Context: an optimization exercise on an open-source flow, tuned for small area. The choices shown serve that exercise and are no tape-out recipe. Where RTL was checked, it was by simulation tests only, not by an equivalence proof against the original. Function not checked in runs 2 to 4: the RTL went through the layout flow alone. Power is estimated from default activity; no workload was simulated.

`design.v`:
```
module linebuffer #(
  parameter int DATA_W     = 8,
  parameter int KERNEL_W   = 3,
  parameter int RESOLUTION = 64
) (
  input  logic              clk_i,
  input  logic              arst_n_i,
  input  logic [DATA_W-1:0] data_i,
  input  logic              wr_valid_i,
  output logic [KERNEL_W-1:0][DATA_W-1:0] data_o,
  input  logic              rd_valid_i
);
  localparam int PTR_W = $clog2(RESOLUTION);
  localparam int NGRP  = (RESOLUTION + 2) / 3;    
  logic [DATA_W-1:0] mem [RESOLUTION];
  logic [PTR_W-1:0]  wr_ptr;
  logic [PTR_W-1:0]  ahead_ptr;    
  logic              wrapped;      
  logic [KERNEL_W-1:0][DATA_W-1:0] win;
  logic [KERNEL_W-1:0][DATA_W-1:0] win_nxt;
  always_ff @(posedge clk_i) begin
    if (wr_valid_i) begin
      mem[wr_ptr] <= data_i;
    end
  end
  always_ff @(posedge clk_i or negedge arst_n_i) begin
    if (!arst_n_i) begin
      wr_ptr  <= '0;
      wrapped <= 1'b0;
    end else if (wr_valid_i) begin
      wr_ptr <= wr_ptr + 1'b1;
      if (&wr_ptr) begin
        wrapped <= 1'b1;
      end
    end
  end
  always_ff @(posedge clk_i or negedge arst_n_i) begin
    if (!arst_n_i) begin
      ahead_ptr <= PTR_W'(KERNEL_W);
    end else if (rd_valid_i) begin
      ahead_ptr <= ahead_ptr + 1'b1;
    end
  end
  logic [PTR_W-1:0] wr_dist;       
  logic [KERNEL_W:0] hit;          
  logic              ahead_valid;
  assign wr_dist = wr_ptr - ahead_ptr;
  always_comb begin
    for (int k = 0; k <= KERNEL_W; k++) begin
      hit[k] = wr_valid_i && (wr_dist == PTR_W'(k - KERNEL_W));
    end
  end
  assign ahead_valid = wrapped || (ahead_ptr < wr_ptr);
  logic [KERNEL_W-1:0] sel_hold, sel_shift, sel_load;
  always_comb begin
    for (int k = 0; k < KERNEL_W; k++) begin
      sel_hold[k]  = !rd_valid_i && !hit[k];
      sel_shift[k] = rd_valid_i && !hit[k+1];
      sel_load[k]  = rd_valid_i ? hit[k+1] : hit[k];
    end
  end
  logic [RESOLUTION-1:0] rd_sel;
  always_comb begin
    for (int i = 0; i < RESOLUTION; i++) begin
      rd_sel[i] = (ahead_ptr == PTR_W'(i)) && ahead_valid && sel_shift[KERNEL_W-1];
    end
  end
  for (genvar b = 0; b < DATA_W; b++) begin : g_bit
    for (genvar k = 0; k < KERNEL_W - 1; k++) begin : g_win
      logic n;
      lb_aoi222 u_aoi (
        .a_i({win[k][b], win[k+1][b], data_i[b]}),
        .b_i({sel_hold[k], sel_shift[k], sel_load[k]}),
        .y_o(n)
      );
      assign win_nxt[k][b] = ~n;
    end
    logic [3*NGRP-1:0] cand, csel;
    logic [NGRP-1:0]   n;
    for (genvar i = 0; i < RESOLUTION; i++) begin : g_cand
      assign cand[i] = mem[i][b];
      assign csel[i] = rd_sel[i];
    end
    assign cand[RESOLUTION]     = win[KERNEL_W-1][b];
    assign csel[RESOLUTION]     = sel_hold[KERNEL_W-1];
    assign cand[RESOLUTION + 1] = data_i[b];
    assign csel[RESOLUTION + 1] = sel_load[KERNEL_W-1];
    for (genvar i = RESOLUTION + 2; i < 3*NGRP; i++) begin : g_pad
      assign cand[i] = 1'b0;
      assign csel[i] = 1'b0;
    end
    for (genvar g = 0; g < NGRP; g++) begin : g_grp
      lb_aoi222 u_aoi (.a_i(cand[3*g +: 3]), .b_i(csel[3*g +: 3]), .y_o(n[g]));
    end
    assign win_nxt[KERNEL_W-1][b] = ~&n;
  end
  always_ff @(posedge clk_i or negedge arst_n_i) begin
    if (!arst_n_i) begin
      win <= '0;
    end else begin
      win <= win_nxt;
    end
  end
  assign data_o = win;
endmodule
module lb_aoi222 (
  input  logic [2:0] a_i,
  input  logic [2:0] b_i,
  output logic       y_o
);
  assign y_o = ~|(a_i & b_i);
endmodule
module linebuffer_top (
  input  logic        clk_i,
  input  logic        arst_n_i,
  input  logic [7:0]  data_i,
  input  logic        wr_valid_i,
  input  logic        rd_valid_i,
  output logic [23:0] data_o
);
  logic [2:0][7:0] win;
  linebuffer #(
    .DATA_W    (8),
    .KERNEL_W  (3),
    .RESOLUTION(64)
  ) u_lb (
    .clk_i     (clk_i),
    .arst_n_i  (arst_n_i),
    .data_i    (data_i),
    .wr_valid_i(wr_valid_i),
    .data_o    (win),
    .rd_valid_i(rd_valid_i)
  );
  assign data_o = win;
endmodule
```
`run.sh`:
```
#!/bin/bash
# synth_recipe.tcl (not shown) runs the flow's synth.tcl, then flattens the netlist and writes it again
# the make line also repeats each setting of config.mk as NAME=value (left out here)
make -C /OpenROAD-flow-scripts/flow DESIGN_CONFIG=/design/flow/config.mk WORK_HOME=/design/flow/orfs CLKGATE_MAP_FILE= SYNTH_SCRIPT=/design/flow/synth_recipe.tcl finish
```
`config.mk`:
```
export PLATFORM = sky130hd
export DESIGN_NAME = linebuffer_top
export DESIGN_NICKNAME = linebuffer_top
export VERILOG_FILES = /design/flow/design.v
export SDC_FILE = /design/flow/constraint.sdc
export NUM_CORES = 8
export LEC_CHECK = 0
export CAP_MARGIN = 20
export CORE_MARGIN = 2
export CORE_UTILIZATION = 65
export SLEW_MARGIN = 20
export SYNTH_HIERARCHICAL = 1
```
`constraint.sdc`:
```
create_clock -name core_clock -period 10.0 [get_ports {clk_i}]
set_input_delay 2.0000 -clock core_clock [delete_from_list [all_inputs] [get_ports {clk_i}]]
set_output_delay 2.0000 -clock core_clock [all_outputs]
set_load 0.01 [all_outputs]
```
==> results of run 1 <==
[sequential cells by signal, summed over array words and instances (netlist names)]
signal and count:
u_lb.win 24, u_lb.wrapped 1, u_lb.mem 512, u_lb.wr_ptr 6
u_lb.ahead_ptr 6
[where the power goes]
part           total [µW]  switching [µW]  internal [µW]
clock                1820             799           1020
sequential           2790             135           2650
combinational        1070             749            321
[worst paths after layout]
check	cells past startpoint	slack, ns	endpoint	start
worst max-delay path	9	4.47	u_lb.win[22]	wr_valid_i
worst min-delay path	2	0.49	u_lb.win[23]	u_lb.mem[25][7]
worst max register to register	10	4.82	u_lb.win[22]	u_lb.ahead_ptr[5]
worst min register to register	2	0.49	u_lb.win[23]	u_lb.mem[25][7]
max in group asynchronous	1	7.86	u_lb.wr_ptr[3]	arst_n_i
min in group asynchronous	1	1.57	u_lb.win[0]	arst_n_i
[worst register-to-register path: cells and delay by family, from the launching register on]
kind                     cells  cell delay, ns
adder cells (fa/ha/maj)      1            0.39
AO/OA/AOI/OAI                2            1.18
buffers and inverters        2            0.86
flip-flops                   1            0.83
AND/OR/NAND/NOR              5            1.79
[metal layers]
metal  global-route usage [%]  vias to the layer above
met1                     49.2                     6280
li1                         -                     5235
met5                        0                        -
met4                     12.4                        0
met3                     7.14                      119
met2                     48.9                      879
[area by class of cell]
cell class,instances,share of cell area (%)
Multi-Input combinational cell,559,17.4
Sequential cell,549,71.3
Timing Repair Buffer,53,1.89
Tap cell,402,2.20
Inverter,26,0.427
Clock buffer,79,6.27
Clock inverter,16,0.591
[logic make-up after synthesis]
family          after synthesis
compound gates              212
xor+xnor                     12
fa+ha+maj                    12
buf+inv                      64
flops                       549
mux                           1
simple gates                322
[cell usage in the layout, fill, tap and decap left out, types with 2 or more instances in the layout]
master and n:
and3_1 9, nor2_1 76, or3_1 2, nand3_1 25, a222oi_1 192, nor2b_1 8
clkbuf_1 25, a21oi_1 6, nor4_1 8, buf_4 15, o21ai_0 4, clkbuf_16 53
nand3b_1 4, xnor2_1 9, clkdlybuf4s50_1 26, and4_1 10, xor2_1 3, nor3_1 62
dfrtp_1 35, nand4_1 44, clkinv_2 4, buf_2 12, a21boi_0 2, edfxtp_1 512
a31oi_1 2, ha_1 11, nand2_1 59, dfstp_2 2, clkinv_1 8, or2_2 2
a21o_1 2, nor3_2 4, inv_1 26
[metrics by stage]
step / power (µW) / util, % / cells / cell area [µm²]
final: 5680 / 73.1 / 1684 / 22900
after global routing: 5850 / 73.1 / 1684 / 22900
after CTS: 5660 / 73.0 / 1681 / 22900
after detailed placement: 3870 / 68.0 / 1586 / 21300
after global placement: 3850 / 67.9 / 1586 / 21300
after floorplan: 3440 / - / 1172 / 20500
==> run notes, run 1 <==
CTS Hold Bufs 0; die height around 180 µm; cell mode on critical path nand4_1; Setup CP Type input pin to flop; Top Layer Used met4; most instantiated cells after synthesis edfxtp_1 (512), a222oi_1 (192), nor2_1 (77); Slew headroom between 20% and 30%; PortBufs 35; Syn. warnings 7; top area cells in the synthesized netlist edfxtp_1 (75%), a222oi_1 (9.4%), dfrtp_1 (4.3%); CP endpoint kind flop; Peak VDD IR 174 µV; worst path required time between 10 and 15 ns; Core ar. 31300 µm²; WP buf/inv 2; Tightest Pin Transition about 1.1 ns; clock-pin slew on the worst setup and hold paths about 0.07 ns; Top FF cell, synth edfxtp_1; DR vias/cell 7.43; compound-gate portion of the synthesized area about a tenth; max_cap viols 0; DR iter-0 viols roughly 2300; post-CTS setup buffer count 0; Met1 Wirelength 21.1 mm; Routed met2 length about 24 mm; ANT nets after route 0; total grt overflow 0; vias in the first global route between 10000 and 15000; Worst-Skew Late Latency 0.58 ns; cts repair resizes 0; Post-DP HPWL 34.4 mm; final setup TNS 0 ns; Hold Path Class flop to flop; RSZ-0062 raised after global routing false; Fin. Hold Viols 0; fin crit share a little under three fifths; Pre-antenna DRT Iters 11; register area between 15000 and 20000 µm²; # setup viols final 0; Final Max Tran Viols 0; Yosys cell types 43; Syn Inst Count 1172; P_leak between 0.007 and 0.008 µW; Sink Count 549; share of layout cells above drive strength 1 around 8.0%; Post-Synth Adder-Cell Area 0.767%; Syn Area/Cell between 15 and 20 µm²; routed length on met3 between 6 and 7 mm; worst-case clock buffer depth 3; CTS root buf clkbuf_16; number of synthesized flops with an enable pin 512; Starting Density ~66%; Worst Slack Setup Final 4.47 ns; Max Freq roughly 180 MHz; Post-Syn Nets ~1200; multiplexer area fraction after synthesis less than 1%; placer congestion estimate 0.973; Routed WL per cell between 30 and 40 µm; Antenna diodes 0; row count 65; multi-input combinational cell area between 3000 and 4000 µm²; Post-Synth XOR/XNOR Area less than 1%; final layout net count between 1000 and 1500; drc violations 0; CP peak stage delay about 0.81 ns; status no timing/DRC/antenna violations; Synth Area in Simple Gates roughly 7.8%; CP arrival just under 6 ns; die width approximately 180 µm; post-synthesis sequential area ratio between 70% and 80%; async set-reset flop share out of synthesis under 10%; FILL cells a little under 2000; fin crit period ~5.5 ns; Crit Path Max Fanout 65; GRT Util Overall around a third; Vias 12513; pwr/cell area approximately 250 nW/µm²; worst setup slack after placement roughly 4.1 ns; io pins 36; register bit total from synthesis around 550; largest family of logic cells by synthesized area compound AO/OA/AOI/OAI gates; CTS tree done; Critical Path Source Type input pin; crit path cell chain clkdlybuf4s50_1, nand4b_1, a2111oi_4, buf_4, nor3_1, a222oi_1, nand4_1, nor4_1, nand4_1; Synth Cell Area between 20000 and 25000 µm²; CP max stage cell a222oi_1; hold_ws slightly below 0.5 ns; final WL roughly 54 mm; H-tree depth 2; largest area contributor in the netlist edfxtp_1; die area between 30000 and 40000 µm²; pin count of the biggest net entering global routing between 60 and 70; TritonCTS buffer count 53; top-count cell post-synth edfxtp_1; cell class contributing the biggest share of worst-path delay simple AND/OR/NAND/NOR gates; post-synth top area share about three quarters; Layout area overhead 11.4%; initial antenna violation count 0; Layout Skew ~0.020 ns; global-route wire length before repair 78.7 mm
==> inputs of run 2 (changes only) <==
==> design.v (replaced) <==
module linebuffer #(
  parameter int DATA_W     = 8,
  parameter int KERNEL_W   = 3,
  parameter int RESOLUTION = 512
) (
  input  logic              clk_i,
  input  logic              arst_n_i,
  input  logic [DATA_W-1:0] data_i,
  input  logic              wr_valid_i,
  output logic [KERNEL_W-1:0][DATA_W-1:0] data_o,
  input  logic              rd_valid_i
);
  localparam int PTR_W = $clog2(RESOLUTION);
  localparam int IDX_W = PTR_W + 1;
  localparam logic [PTR_W-1:0] LAST_ADDR = PTR_W'(RESOLUTION - 1);
  localparam logic [IDX_W-1:0] DEPTH     = IDX_W'(RESOLUTION);
  logic [DATA_W-1:0] mem [RESOLUTION];
  logic [PTR_W-1:0]  wr_ptr;
  logic [PTR_W-1:0]  rd_ptr;
  logic [IDX_W-1:0]  win_idx;
  always_ff @(posedge clk_i or negedge arst_n_i) begin
    if (!arst_n_i) begin
      wr_ptr <= '0;
      for (int i = 0; i < RESOLUTION; i++) begin
        mem[i] <= '0;
      end
    end else if (wr_valid_i) begin
      mem[wr_ptr] <= data_i;
      wr_ptr      <= (wr_ptr == LAST_ADDR) ? '0 : wr_ptr + 1'b1;
    end
  end
  always_ff @(posedge clk_i or negedge arst_n_i) begin
    if (!arst_n_i) begin
      rd_ptr <= '0;
    end else if (rd_valid_i) begin
      rd_ptr <= (rd_ptr == LAST_ADDR) ? '0 : rd_ptr + 1'b1;
    end
  end
  always_comb begin
    win_idx = '0;
    for (int k = 0; k < KERNEL_W; k++) begin
      win_idx = {1'b0, rd_ptr} + IDX_W'(k);
      if (win_idx >= DEPTH) begin
        win_idx = win_idx - DEPTH;
      end
      data_o[k] = mem[win_idx[PTR_W-1:0]];
    end
  end
endmodule
module linebuffer_top (
  input  logic        clk_i,
  input  logic        arst_n_i,
  input  logic [7:0]  data_i,
  input  logic        wr_valid_i,
  input  logic        rd_valid_i,
  output logic [23:0] data_o
);
  logic [2:0][7:0] win;
  linebuffer #(
    .DATA_W    (8),
    .KERNEL_W  (3),
    .RESOLUTION(64)
  ) u_lb (
    .clk_i     (clk_i),
    .arst_n_i  (arst_n_i),
    .data_i    (data_i),
    .wr_valid_i(wr_valid_i),
    .data_o    (win),
    .rd_valid_i(rd_valid_i)
  );
  assign data_o = win;
endmodule
--- a/config.mk
+++ b/config.mk
@@ -7,6 +7,5 @@
 export LEC_CHECK = 0
 export CAP_MARGIN = 20
 export CORE_MARGIN = 2
-export CORE_UTILIZATION = 65
+export CORE_UTILIZATION = 22
 export SLEW_MARGIN = 20
-export SYNTH_HIERARCHICAL = 1
==> run notes, run 2 <==
worst-case clock buffer depth 3 (unchanged); CTS tree done; Largest Register u_lb.mem; fin crit share 83.7% (+28 points); post-CTS setup buffer count 0 (unchanged); Yosys cell types 81 (+88%); share of layout cells above drive strength 1 30.9% (+23 points); Layout Skew 0.0395 ns (+0.0199 ns); Syn. warnings 2 (-5); CTS Hold Bufs 0 (unchanged); Crit Path Max Fanout 14 (-78%); Post-DP HPWL 182 mm (+430%); final setup TNS 0 ns (unchanged); largest area contributor in the netlist dfrtp_1; post-synthesis sequential area ratio 41.2% (-38 points); DR iter-0 viols 7664 (+230%); global-route wire length before repair 354 mm (+350%); Hold Startpoint u_lb.mem[0][6]; Fin. Hold Viols 0 (unchanged); initial antenna violation count 37 (+37); PortBufs 35 (unchanged); Slew headroom 12.4% (-12 points); Hold Path Class flop to flop; Core ar. 143000 µm² (+360%); cts repair resizes 0 (unchanged); Tightest Pin Transition 1.30 ns (+0.177 ns); Final Max Tran Viols 0 (unchanged); Vias 36657 (+190%); DR vias/cell 7.09 (-4.6%); biggest regs u_lb.mem (512), u_lb.rd_ptr (6), u_lb.wr_ptr (6); Top FF cell, synth dfrtp_1; die area 148000 µm² (+350%); Critical Path Source Type flop; worst path required time 8.00 ns (-2.43 ns); Crit. Startpoint u_lb.rd_ptr[0]; Syn Area/Cell 10.2 µm² (-42%); Post-Syn Nets 3128 (+160%); # setup viols final 0 (unchanged); ANT nets after route 0 (unchanged); number of synthesized flops with an enable pin 0 (-100%); RSZ-0062 raised after global routing false; Syn Inst Count 3107 (+170%); Max Freq 119 MHz (-34%); total grt overflow 0 (unchanged); final WL 277 mm (+410%); TritonCTS buffer count 67 (+26%); die height 384 µm (+110%); max reg flops 512 (unchanged); RR Startpoint u_lb.rd_ptr[2]; P_leak 0.0153 µW (+110%); async set-reset flop share out of synthesis 100% (+93 points); Setup CP Type flop to output port; GRT Util Overall 36.6% (+3.6 points); vias in the first global route 32746 (+180%); max_cap viols 0 (unchanged); most frequent cells in the layout mux2_2 (524), dfrtp_1 (521), a22oi_1 (329), nand2_1 (204), buf_4 (200); io pins 36 (unchanged); CP arrival 6.37 ns (+0.41 ns); status no timing/DRC/antenna violations; Routed WL per cell 53.6 µm (+67%); Sink Count 524 (-4.6%); CTS root buf clkbuf_16; placer congestion estimate 1.11 (+14%); Peak VDD IR 280 µV (+61%); die width 384 µm (+110%); pwr/cell area 339 nW/µm² (+37%); clock-pin slew on the worst setup and hold paths 0.06 ns (about the same); row count 139 (+110%); Worst-Skew Late Latency 0.71 ns (+0.13 ns); top area cells in the synthesized netlist dfrtp_1 (41%), mux2_2 (19%), a22oi_1 (7.8%); worst setup slack after placement 2.74 ns (-1.37 ns); Layout area overhead 20.1%; H-tree depth 3 (+1); Pre-antenna DRT Iters 9 (-2); post-synth top area share 41.2% (-34 points); most common cell after layout, fill and taps aside mux2_2; Starting Density 22.2% (-43 points); Synth Cell Area 31800 µm² (+55%); Worst Slack Setup Final 1.63 ns (-2.84 ns); pin count of the biggest net entering global routing 131 (+93%); fin crit period 8.37 ns (+2.84 ns); register bit total from synthesis 524 (-4.6%); CP endpoint kind output port; drc violations 0 (unchanged); most instantiated cells after synthesis dfrtp_1 (524), mux2_2 (524), a22oi_1 (329); final layout net count 3180 (+150%)
[run 2: through the flow]
stage	hold WS (ns)	instance area [µm²]	power, µW	utilization, %	cells
2_1_floorplan	0.498	31800	6180	-	3107
3_3_place_gp	0.516	35700	9860	24.9	4992
3_5_place_dp	0.534	35700	9780	24.9	4992
4_1_cts	0.546	38000	12400	26.5	5110
5_1_grt	0.566	38100	12900	26.5	5115
6_report	0.543	38200	13000	26.6	5170
[run 2: logic make-up (layout without fill, tap and decap cells)]
group,after synthesis,in the layout,share of synthesized area (%)
AOI/OAI and AO/OA,950,950,22.5
xor gates and xnor gates,20,20,0.704
adders and majority gates,9,9,0.354
buffers and inverters,281,382,3.75
DFF,524,524,41.2
muxes,562,562,19.8
other,0,59,0
and+or+nand+nor,761,761,11.7
[run 2: critical path, cell delays in order, from the launching register on]
cell	delay, ns
dfrtp_1	0.55
inv_1	0.22
ha_2	0.50
clkinv_1	0.59
nor4_2	1.18
buf_4	0.44
nor3_1	0.09
a311oi_1	0.47
a2111oi_4	0.08
nand4_4	0.48
mux2i_1	0.41
clkdlybuf4s50_1	0.63
[run 2: layout make-up]
class / count / area (µm²)
multi-input combinational: 2302 / 18200
sequential: 524 / 13100
timing repair buffer: 242 / 1990
clock inverter: 30 / 407
clock buffer: 88 / 1880
inverter: 22 / 82.6
fill: 15164 / 105000
antenna: 59 / 148
tap: 1903 / 2380
[run 2: power breakdown]
group          leakage, µW  internal [µW]  switching [µW]
registers          0.00699           2730            1330
logic              0.00718           1900            4370
clock network      0.00111           1490            1140
[run 2: worst paths after layout]
| check | to | slack (ns) | depth (start not counted) |
|---|---|---|---|
| setup / recovery | data_o[9] | 1.63 | 11 |
| hold / removal | u_lb.mem[0][6] | 0.54 | 1 |
| setup reg to reg | u_lb.rd_ptr[5] | 6.73 | 5 |
| hold reg to reg | u_lb.mem[0][6] | 0.54 | 1 |
| max in group asynchronous | u_lb.mem[1][7] | 6.63 | 3 |
| min in group asynchronous | u_lb.mem[43][4] | 1.28 | 1 |
[run 2: routing by layer]
| layer | track usage (%) | part of all wire [%] | vias up |
|---|---|---|---|
| met1 | 43.1 | 37 | 18646 |
| met2 | 46.3 | 37 | 4167 |
| li1 | - | - | 12459 |
| met4 | 32.7 | 11 | 8 |
| met3 | 20.2 | 15 | 1377 |
| met5 | 2.24 | 0.048 | - |
==> inputs of run 3 (changes only) <==
==> design.v (replaced) <==
module linebuffer #(
  parameter int DATA_W     = 8,
  parameter int KERNEL_W   = 3,
  parameter int RESOLUTION = 64
) (
  input  logic              clk_i,
  input  logic              arst_n_i,
  input  logic [DATA_W-1:0] data_i,
  input  logic              wr_valid_i,
  output logic [KERNEL_W-1:0][DATA_W-1:0] data_o,
  input  logic              rd_valid_i
);
  localparam int PTR_W = $clog2(RESOLUTION);
  localparam logic [PTR_W-1:0] LAST_ADDR = PTR_W'(RESOLUTION - 1);
  logic [DATA_W-1:0] mem [RESOLUTION];
  logic [PTR_W-1:0]  wr_ptr;
  logic [PTR_W-1:0]  ahead_ptr;    
  logic              wrapped;      
  logic [KERNEL_W-1:0][DATA_W-1:0] win;
  logic [PTR_W-1:0]  wr_nxt;
  logic [PTR_W-1:0]  ahead_nxt;
  logic [PTR_W-1:0]  wr_dist;         
  logic [KERNEL_W:0] hit;          
  logic              ahead_valid;
  logic [DATA_W-1:0] ahead_data;
  assign wr_nxt    = (wr_ptr == LAST_ADDR) ? '0 : wr_ptr + 1'b1;
  assign ahead_nxt = (ahead_ptr == LAST_ADDR) ? '0 : ahead_ptr + 1'b1;
  always_ff @(posedge clk_i) begin
    if (wr_valid_i) begin
      mem[wr_ptr] <= data_i;
    end
  end
  always_ff @(posedge clk_i or negedge arst_n_i) begin
    if (!arst_n_i) begin
      wr_ptr  <= '0;
      wrapped <= 1'b0;
    end else if (wr_valid_i) begin
      wr_ptr <= wr_nxt;
      if (wr_ptr == LAST_ADDR) begin
        wrapped <= 1'b1;
      end
    end
  end
  always_ff @(posedge clk_i or negedge arst_n_i) begin
    if (!arst_n_i) begin
      ahead_ptr <= PTR_W'(KERNEL_W);
    end else if (rd_valid_i) begin
      ahead_ptr <= ahead_nxt;
    end
  end
  assign wr_dist = wr_ptr - ahead_ptr;
  always_comb begin
    for (int k = 0; k <= KERNEL_W; k++) begin
      hit[k] = wr_valid_i && (wr_dist == PTR_W'(k - KERNEL_W));
    end
  end
  assign ahead_valid = wrapped || (ahead_ptr < wr_ptr);
  logic [7:0] sel_lo, sel_hi;
  always_comb begin
    for (int i = 0; i < 8; i++) begin
      sel_lo[i] = (ahead_ptr[2:0] == 3'(i));
      sel_hi[i] = (ahead_ptr[5:3] == 3'(i)) && ahead_valid;
    end
  end
  for (genvar b = 0; b < DATA_W; b++) begin : g_rd
    logic [7:0] grp;
    for (genvar h = 0; h < 8; h++) begin : g_grp
      logic [7:0] col;
      for (genvar l = 0; l < 8; l++) begin : g_col
        assign col[l] = mem[h*8+l][b];
      end
      lb_sel8 u_lo (.d_i(col), .s_i(sel_lo), .y_o(grp[h]));
    end
    lb_sel8 u_hi (.d_i(grp), .s_i(sel_hi), .y_o(ahead_data[b]));
  end
  always_ff @(posedge clk_i or negedge arst_n_i) begin
    if (!arst_n_i) begin
      win <= '0;
    end else begin
      for (int k = 0; k < KERNEL_W; k++) begin
        if (rd_valid_i) begin
          if (hit[k+1]) begin
            win[k] <= data_i;
          end else if (k == KERNEL_W - 1) begin
            win[k] <= ahead_data;
          end else begin
            win[k] <= win[k+1];
          end
        end else if (hit[k]) begin
          win[k] <= data_i;
        end
      end
    end
  end
  assign data_o = win;
endmodule
module lb_sel8 (
  input  logic [7:0] d_i,
  input  logic [7:0] s_i,
  output logic       y_o
);
  logic [2:0] n;
  lb_aoi222 u_a (.a_i(d_i[2:0]), .b_i(s_i[2:0]), .y_o(n[0]));
  lb_aoi222 u_b (.a_i(d_i[5:3]), .b_i(s_i[5:3]), .y_o(n[1]));
  lb_aoi22  u_c (.a_i(d_i[7:6]), .b_i(s_i[7:6]), .y_o(n[2]));
  assign y_o = ~&n;
endmodule
module lb_aoi222 (
  input  logic [2:0] a_i,
  input  logic [2:0] b_i,
  output logic       y_o
);
  assign y_o = ~|(a_i & b_i);
endmodule
module lb_aoi22 (
  input  logic [1:0] a_i,
  input  logic [1:0] b_i,
  output logic       y_o
);
  assign y_o = ~|(a_i & b_i);
endmodule
module linebuffer_top (
  input  logic        clk_i,
  input  logic        arst_n_i,
  input  logic [7:0]  data_i,
  input  logic        wr_valid_i,
  input  logic        rd_valid_i,
  output logic [23:0] data_o
);
  logic [2:0][7:0] win;
  linebuffer #(
    .DATA_W    (8),
    .KERNEL_W  (3),
    .RESOLUTION(64)
  ) u_lb (
    .clk_i     (clk_i),
    .arst_n_i  (arst_n_i),
    .data_i    (data_i),
    .wr_valid_i(wr_valid_i),
    .data_o    (win),
    .rd_valid_i(rd_valid_i)
  );
  assign data_o = win;
endmodule
--- a/config.mk
+++ b/config.mk
@@ -7,5 +7,6 @@
 export LEC_CHECK = 0
 export CAP_MARGIN = 20
 export CORE_MARGIN = 2
-export CORE_UTILIZATION = 22
+export CORE_UTILIZATION = 60
 export SLEW_MARGIN = 20
+export SYNTH_HIERARCHICAL = 1
==> run notes, run 3 <==
register area 16300 µm² (+24%); Syn Area/Cell 18.4 µm² (+80%); worst r2r dst u_lb.win[22]; Syn Inst Count 1136 (-63%); r2r setup slk 5.32 ns (-1.41 ns); Core ar. 34500 µm² (-76%); pwr/cell area 263 nW/µm² (-22%); Routed WL per cell 29.0 µm (-46%); DR iter-0 viols 1891 (-75%); Worst Slack Setup Final 5.32 ns (+3.69 ns); CP endpoint kind flop; register bit total from synthesis 549 (+4.8%); Hold Path Class flop to flop; TritonCTS buffer count 54 (-19%); GRT Util Overall 28.2% (-8.4 points); Crit Path Max Fanout 20 (+6); worst setup slack after placement 5.15 ns (+2.41 ns); CP arrival 5.15 ns (-1.22 ns); Starting Density 60.6% (+38 points); share of layout cells above drive strength 1 15.2% (-16 points); Final Max Tran Viols 0 (unchanged); die height 191 µm (-50%); CTS tree done; Layout Skew 0.0144 ns (-0.0251 ns); DR vias/cell 6.82 (-3.8%); global-route wire length before repair 73.8 mm (-79%); fin crit period 4.68 ns (-3.69 ns); top area cells in the synthesized netlist edfxtp_1 (74%), a222oi_1 (6.9%), a22oi_2 (4.3%); Slew headroom 30.8% (+18 points); Routed met2 length 23.0 mm (-78%); number of synthesized flops with an enable pin 512 (+512); most frequent cells in the layout edfxtp_1 (512), a222oi_1 (144), nand3_1 (83), nor2_1 (73), a22oi_2 (72); initial antenna violation count 0 (-100%); worst path required time 10.47 ns (+2.47 ns); largest area contributor in the netlist edfxtp_1; max reg flops 512 (unchanged); pin count of the biggest net entering global routing 70 (-47%); Antenna diodes 0 (-100%); max_cap viols 0 (unchanged); top-count cell post-synth edfxtp_1; Syn. warnings 7 (+5); Post-DP HPWL 30.1 mm (-83%); async set-reset flop share out of synthesis 6.74% (-93 points); Sink Count 549 (+4.8%); final layout net count 1252 (-61%); post-synth top area share 73.6% (+32 points); die width 191 µm (-50%); routed length on met3 4.40 mm (-89%); final setup TNS 0 ns (unchanged); PortBufs 35 (unchanged); status no timing/DRC/antenna violations; post-synthesis sequential area ratio 78.0% (+37 points); Setup CP Type flop to flop; Synth Cell Area 20900 µm² (-34%); die area 36300 µm² (-75%); io pins 36 (unchanged); Layout area overhead 12.7%; Met1 Wirelength 21.4 mm (-79%); Critical Path Source Type flop; Tightest Pin Transition 1.03 ns (-0.274 ns); placed cell count 1625 (-67%); Crit. Startpoint u_lb.wr_ptr[0]; row count 68 (-51%); total power 6200 µW (-52%); FILL cells 2295 (-85%); Worst setup endpoint u_lb.win[22]; ANT nets after route 0 (unchanged); post-CTS setup buffer count 0 (unchanged); biggest regs u_lb.mem (512), u_lb.win (24); # setup viols final 0 (unchanged); Peak VDD IR 266 µV (-4.9%); CTS Hold Bufs 0 (unchanged); RSZ-0062 raised after global routing false; CTS root buf clkbuf_16; Largest Register u_lb.mem; fin crit share 46.8% (-37 points); RR Startpoint u_lb.wr_ptr[0]; cts repair resizes 0 (unchanged); vias in the first global route 11308 (-65%); placer congestion estimate 0.861 (-22%); Yosys cell types 48 (-41%); Pre-antenna DRT Iters 10 (+1); Top FF cell, synth edfxtp_1; total grt overflow 0 (unchanged); Worst-Skew Late Latency 0.60 ns (-0.11 ns); Core Util, Final 68.3% (+42 points); Fin. Hold Viols 0 (unchanged); Max Freq 214 MHz (+79%); clock-pin slew on the worst setup and hold paths 0.06 ns (about the same); drc violations 0 (unchanged); P_leak 0.00758 µW (-50%); most common cell after layout, fill and taps aside edfxtp_1; Post-Syn Nets 1162 (-63%); most instantiated cells after synthesis edfxtp_1 (512), a222oi_1 (144), nand3_1 (83); H-tree depth 2 (-1); multi-input combinational cell area 4550 µm² (-75%); worst-case clock buffer depth 3 (unchanged); Vias 11738 (-68%); Top Layer Used met4; Final Instance Count excl. Fillers 1721 (-67%); FF-to-FF path depth 15 (+10); final WL 50.0 mm (-82%)
-- run 3: cell types whose count changed after synthesis, sizes merged, moves of 85 or more --
| cell | previous run | this run |
|---|---|---|
| a22oi | 329 | 72 |
| nand2 | 218 | 28 |
| nor2 | 158 | 73 |
| a21oi | 99 | 5 |
| buf | 102 | 4 |
| a221oi | 86 | 0 |
| mux2 | 526 | 1 |
| edfxtp | 0 | 512 |
| clkbuf | 157 | 14 |
| a222oi | 56 | 144 |
| dfrtp | 524 | 35 |
-- run 3: worst max-delay path, stage by stage (launching register included) --
cell and delay (ns):
dfrtp_1 0.72, inv_1 0.33, ha_1 0.22, inv_1 0.05
fa_1 0.42, a211oi_2 0.44, o21bai_1 0.15, a21oi_1 0.20
o21bai_1 0.11, nand2_1 0.14, nor2_1 0.18, a222oi_1 0.68
nand3_1 0.28, nand2_1 0.19, mux2i_1 0.10, a311o_1 0.34
-- run 3: cell type report --
class                           instances  area share, %
Inverter                               14          0.223
Sequential cell                       549           69.2
Timing Repair Buffer                   52           1.82
Clock inverter                         23          0.951
Multi-Input combinational cell        555           19.3
Tap cell                              455           2.42
Clock buffer                           73           6.04
-- run 3: worst min-delay path by stage --
| stage | cells after the start | start | to | slack [ns] |
|---|---|---|---|---|
| floorplan | 1 | u_lb.wrapped | u_lb.wrapped | 0.44 |
| global placement | 1 | u_lb.wrapped | u_lb.wrapped | 0.48 |
| detailed placement | 1 | u_lb.wrapped | u_lb.wrapped | 0.48 |
| CTS | 1 | u_lb.wrapped | u_lb.wrapped | 0.50 |
| global route | 1 | u_lb.wrapped | u_lb.wrapped | 0.52 |
| finish | 1 | u_lb.wrapped | u_lb.wrapped | 0.49 |
-- run 3: stage by stage --
| stage | area [µm²] | hold slack, ns |
|---|---|---|
| after floorplan | 20900 | 0.437 |
| after CTS | 23500 | 0.498 |
| after detailed placement | 21900 | 0.479 |
| final | 23500 | 0.495 |
| after global placement | 21900 | 0.483 |
| after global routing | 23500 | 0.519 |
-- run 3: modules after synthesis (local to each module, per instance), a selection --
| module | times used | cell area [µm²] | cells | flops+latches |
|---|---|---|---|---|
| lb_aoi22 | 72 | 12.5 | 1 | 0 |
| lb_aoi222 | 144 | 10.0 | 1 | 0 |
| lb_sel8 | 72 | 5.00 | 1 | 0 |
-- run 3: cell families (layout without fill, tap and decap cells) --
group                      after synthesis  after routing  synth area share [%]
DFF                                    549            549                  78.0
AOI/OAI and AO/OA                      256            256                  12.7
and+or+nand+nor                        226            226                  5.06
muxes                                   54             54                  2.59
buffers and inverters                   32            162                 0.581
adders and majority gates               14             14                 0.874
xor gates and xnor gates                 5              5                 0.210
-- run 3: metal layers --
layer	global-route usage [%]	vias to the layer above
met5	0	-
met4	8.32	0
met3	4.71	73
met2	41.8	564
met1	43.6	5988
li1	-	5113
-- run 3: report_power, final --
| part | total (µW) | switching, µW | internal, µW |
|---|---|---|---|
| registers | 2740 | 105 | 2640 |
| logic | 1550 | 1040 | 509 |
| clock network | 1900 | 809 | 1100 |
| total | 6200 | 1960 | 4240 |
==> inputs of run 4 (changes only) <==
--- a/config.mk
+++ b/config.mk
@@ -8,5 +8,6 @@
 export CAP_MARGIN = 20
 export CORE_MARGIN = 2
 export CORE_UTILIZATION = 60
+export CTS_BUF_LIST = sky130_fd_sc_hd__clkbuf_4 sky130_fd_sc_hd__clkbuf_8
 export SLEW_MARGIN = 20
 export SYNTH_HIERARCHICAL = 1
==> run notes, run 4 <==
pin count of the biggest net entering global routing 70 (unchanged); Layout Skew 0.0279 ns (+0.0135 ns); Largest Register u_lb.mem; worst setup slack after placement 5.15 ns (unchanged); pwr/cell area 263 nW/µm² (-0.11%); Fin. Hold Viols 0 (unchanged); die area 36300 µm² (unchanged); total power 6220 µW (+0.34%); Worst Slack Setup Final 5.33 ns (+0.0110 ns); final setup TNS 0 ns (unchanged); placer congestion estimate 0.861 (unchanged); register bit total from synthesis 549 (unchanged); worst r2r dst u_lb.win[22]; io pins 36 (unchanged); max reg flops 512 (unchanged); Critical Path Source Type flop; CP endpoint kind flop; post-synthesis sequential area ratio 78.0% (unchanged); Synth Cell Area 20900 µm² (unchanged); RR Startpoint u_lb.wr_ptr[0]; global-route wire length before repair 74.3 mm (+0.69%); Post-DP HPWL 30.1 mm (unchanged); final layout net count 1283 (+2.5%); most common cell after layout, fill and taps aside edfxtp_1; Sink Count 549 (unchanged); most frequent cells in the layout edfxtp_1 (512), a222oi_1 (144), clkbuf_8 (88), nand3_1 (83), nor2_1 (73); Starting Density 60.6% (unchanged); async set-reset flop share out of synthesis 6.74% (unchanged); status no timing/DRC/antenna violations; row count 68 (unchanged); hold_ws 0.501 ns (+0.00612 ns); Antenna diodes 0 (unchanged); Slew headroom 26.3% (-4.5 points); die height 191 µm (unchanged); Layout area overhead 13.2%; vias in the first global route 11624 (+2.8%); TritonCTS buffer count 85 (+57%); fin crit share 46.7% (-0.11 points); cts repair resizes 0 (unchanged); P_leak 0.00770 µW (+1.6%); Hold Path Class flop to flop; Tightest Pin Transition 1.10 ns (+0.0668 ns); top area cells in the synthesized netlist edfxtp_1 (74%), a222oi_1 (6.9%), a22oi_2 (4.3%); Max Freq 214 MHz (+0.24%); share of layout cells above drive strength 1 19.8% (+4.6 points); Setup CP Type flop to flop; Vias 11962 (+1.9%); Pre-antenna DRT Iters 10 (unchanged); PortBufs 35 (unchanged); CTS root buf clkbuf_8; RSZ-0062 raised after global routing false; ANT nets after route 0 (unchanged); number of synthesized flops with an enable pin 512 (unchanged); worst path required time 10.51 ns (+0.04 ns); fin crit period 4.67 ns (-0.0110 ns); Post-Syn Nets 1162 (unchanged); biggest regs u_lb.mem (512), u_lb.win (24); # setup viols final 0 (unchanged); max_cap viols 0 (unchanged); GRT Util Overall 28.4% (+0.23 points); DR vias/cell 6.72 (-1.4%); clock-pin slew on the worst setup and hold paths 0.07 ns (about the same); hold endpoint u_lb.wrapped; most instantiated cells after synthesis edfxtp_1 (512), a222oi_1 (144), nand3_1 (83); CTS tree done; post-CTS setup buffer count 0 (unchanged); worst-case clock buffer depth 3 (unchanged); Worst-Skew Late Latency 0.64 ns (+0.04 ns); Yosys cell types 48 (unchanged); FILL cells 2309 (+0.61%); Syn. warnings 7 (unchanged); hold depth 1 (unchanged); r2r setup slk 5.33 ns (about the same); CTS Hold Bufs 0 (unchanged); drc violations 0 (unchanged); post-synth top area share 73.6% (unchanged); Syn Area/Cell 18.4 µm² (unchanged); initial antenna violation count 0 (unchanged); top-count cell post-synth edfxtp_1; Routed WL per cell 28.3 µm (-2.6%); CP arrival 5.18 ns (+0.03 ns); Syn Inst Count 1136 (unchanged); Peak VDD IR 264 µV (-1.0%); final WL 50.3 mm (+0.73%); die width 191 µm (unchanged); Hold Startpoint u_lb.wrapped; Core ar. 34500 µm² (unchanged); Final Max Tran Viols 0 (unchanged); FF-to-FF path depth 15 (unchanged); H-tree depth 3 (+1); Top FF cell, synth edfxtp_1; largest area contributor in the netlist edfxtp_1; register area 16300 µm² (unchanged); Crit Path Max Fanout 20 (unchanged); multi-input combinational cell area 4550 µm² (unchanged); total grt overflow 0 (unchanged); DR iter-0 viols 1809 (-4.3%)
==> run 4: cell counts after synthesis <==
Identical to the previous run, type by type.
==> run 4: routing by layer <==
layer | GRT usage, % | up-vias | share of wire (%)
li1 | - | 5188 | -
met1 | 43.1 | 6102 | 42
met2 | 42.0 | 590 | 46
met3 | 5.54 | 82 | 9.4
met4 | 9.21 | 0 | 2.3
met5 | 0 | - | 0
==> run 4: area by class of cell <==
class                   instances  share of cell area, %
well taps                     455                   2.41
multi-input cells             555                   19.2
clock buffers                 105                   5.66
clock inverters                49                   1.75
flip-flops and latches        549                   68.9
repair buffers                 52                   1.81
inverters                      14                  0.222
==> run 4: per-module statistics from Yosys (local to each module, per instance), excerpt <==
module,flops+latches,times used,cells inside,area [µm²]
lb_aoi222,0,144,1,10.0
lb_aoi22,0,72,1,12.5
lb_sel8,0,72,1,5.00
==> run 4: metrics by stage <==
stage / std cells / instance area [µm²] / util (%)
floorplan: 1136 / 20900 / -
global placement: 1625 / 21900 / 63.5
detailed placement: 1625 / 21900 / 63.5
CTS: 1779 / 23600 / 68.6
global route: 1779 / 23700 / 68.6
finish: 1779 / 23700 / 68.6
==> run 4: report_power, final <==
part / switching [µW] / internal (µW) / total, µW
Sequential: 104 / 2640 / 2740
Combinational: 1040 / 509 / 1550
Clock: 856 / 1070 / 1920
Total: 2010 / 4210 / 6220
==> run 4: worst max-delay path by stage <==
stage | from | to | slack, ns | cells after the start
2_1_floorplan | u_lb.ahead_ptr[1] | u_lb.win[22] | 6.26 | 10
3_3_place_gp | wr_valid_i | u_lb.mem[42][1] | 5.18 | 4
3_5_place_dp | wr_valid_i | u_lb.mem[42][1] | 5.15 | 4
4_1_cts | u_lb.wr_ptr[0] | u_lb.win[22] | 5.54 | 15
5_1_grt | u_lb.wr_ptr[0] | u_lb.win[22] | 5.15 | 15
6_report | u_lb.wr_ptr[0] | u_lb.win[22] | 5.33 | 15
==> run 4: logic make-up after synthesis <==
logic type               count (synthesis)  synth area share [%]
buffers and inverters                   32                 0.581
AND/OR/NAND/NOR                        226                  5.06
AO/OA/AOI/OAI                          256                  12.7
adder cells (fa/ha/maj)                 14                 0.874
XOR/XNOR                                 5                 0.210
flip-flops                             549                  78.0
multiplexers                            54                  2.59
==> run 4: worst max-delay path: stages (launching register included) <==
cell and delay (ns):
dfrtp_1 0.72, inv_1 0.34, ha_1 0.22, inv_1 0.05
fa_1 0.42, a211oi_2 0.45, o21bai_1 0.15, a21oi_1 0.19
o21bai_1 0.12, nand2_1 0.14, nor2_1 0.17, a222oi_1 0.65
nand3_1 0.28, nand2_1 0.19, mux2i_1 0.10, a311o_1 0.34

## port drivers added, routing unchanged
The flow's constraints put no driver on any port. The routed layouts listed below were extracted and timed again, unchanged, in two steps.
Step 1: set_driving_cell puts a clkbuf_16 on clk_i and a buf_2 on each other input, an assumption about the parent block.
Step 2 adds t to the input delays and takes it off the output delays; t is the mean of the earliest and latest rising clock arrival at the registers after step 1. Input paths then give back, and output paths get back, about the clock's delay inside the block.
a / b / c = no drivers / after step 1 / after step 2; a / b = the first two.
| run | t (ns) | setup WS [ns] | clock arrival spread, ns |
|---|---|---|---|
| run 1 | 0.627 | 4.472 / 4.502 / 3.875 | 0.021 / 0.021 |
| run 2 | 0.771 | 1.628 / 1.552 / 2.323 | 0.044 / 0.044 |
| run 3 | 0.640 | 5.319 / 5.319 / 5.091 | 0.021 / 0.020 |
| run 4 | 0.680 | 5.330 / 5.330 / 5.070 | 0.028 / 0.028 |
After both steps setup and hold are still met in every run listed. For run 1, which loses most, drivers alone change the setup slack by +0.030 ns; drivers and shift together by -0.597 ns.
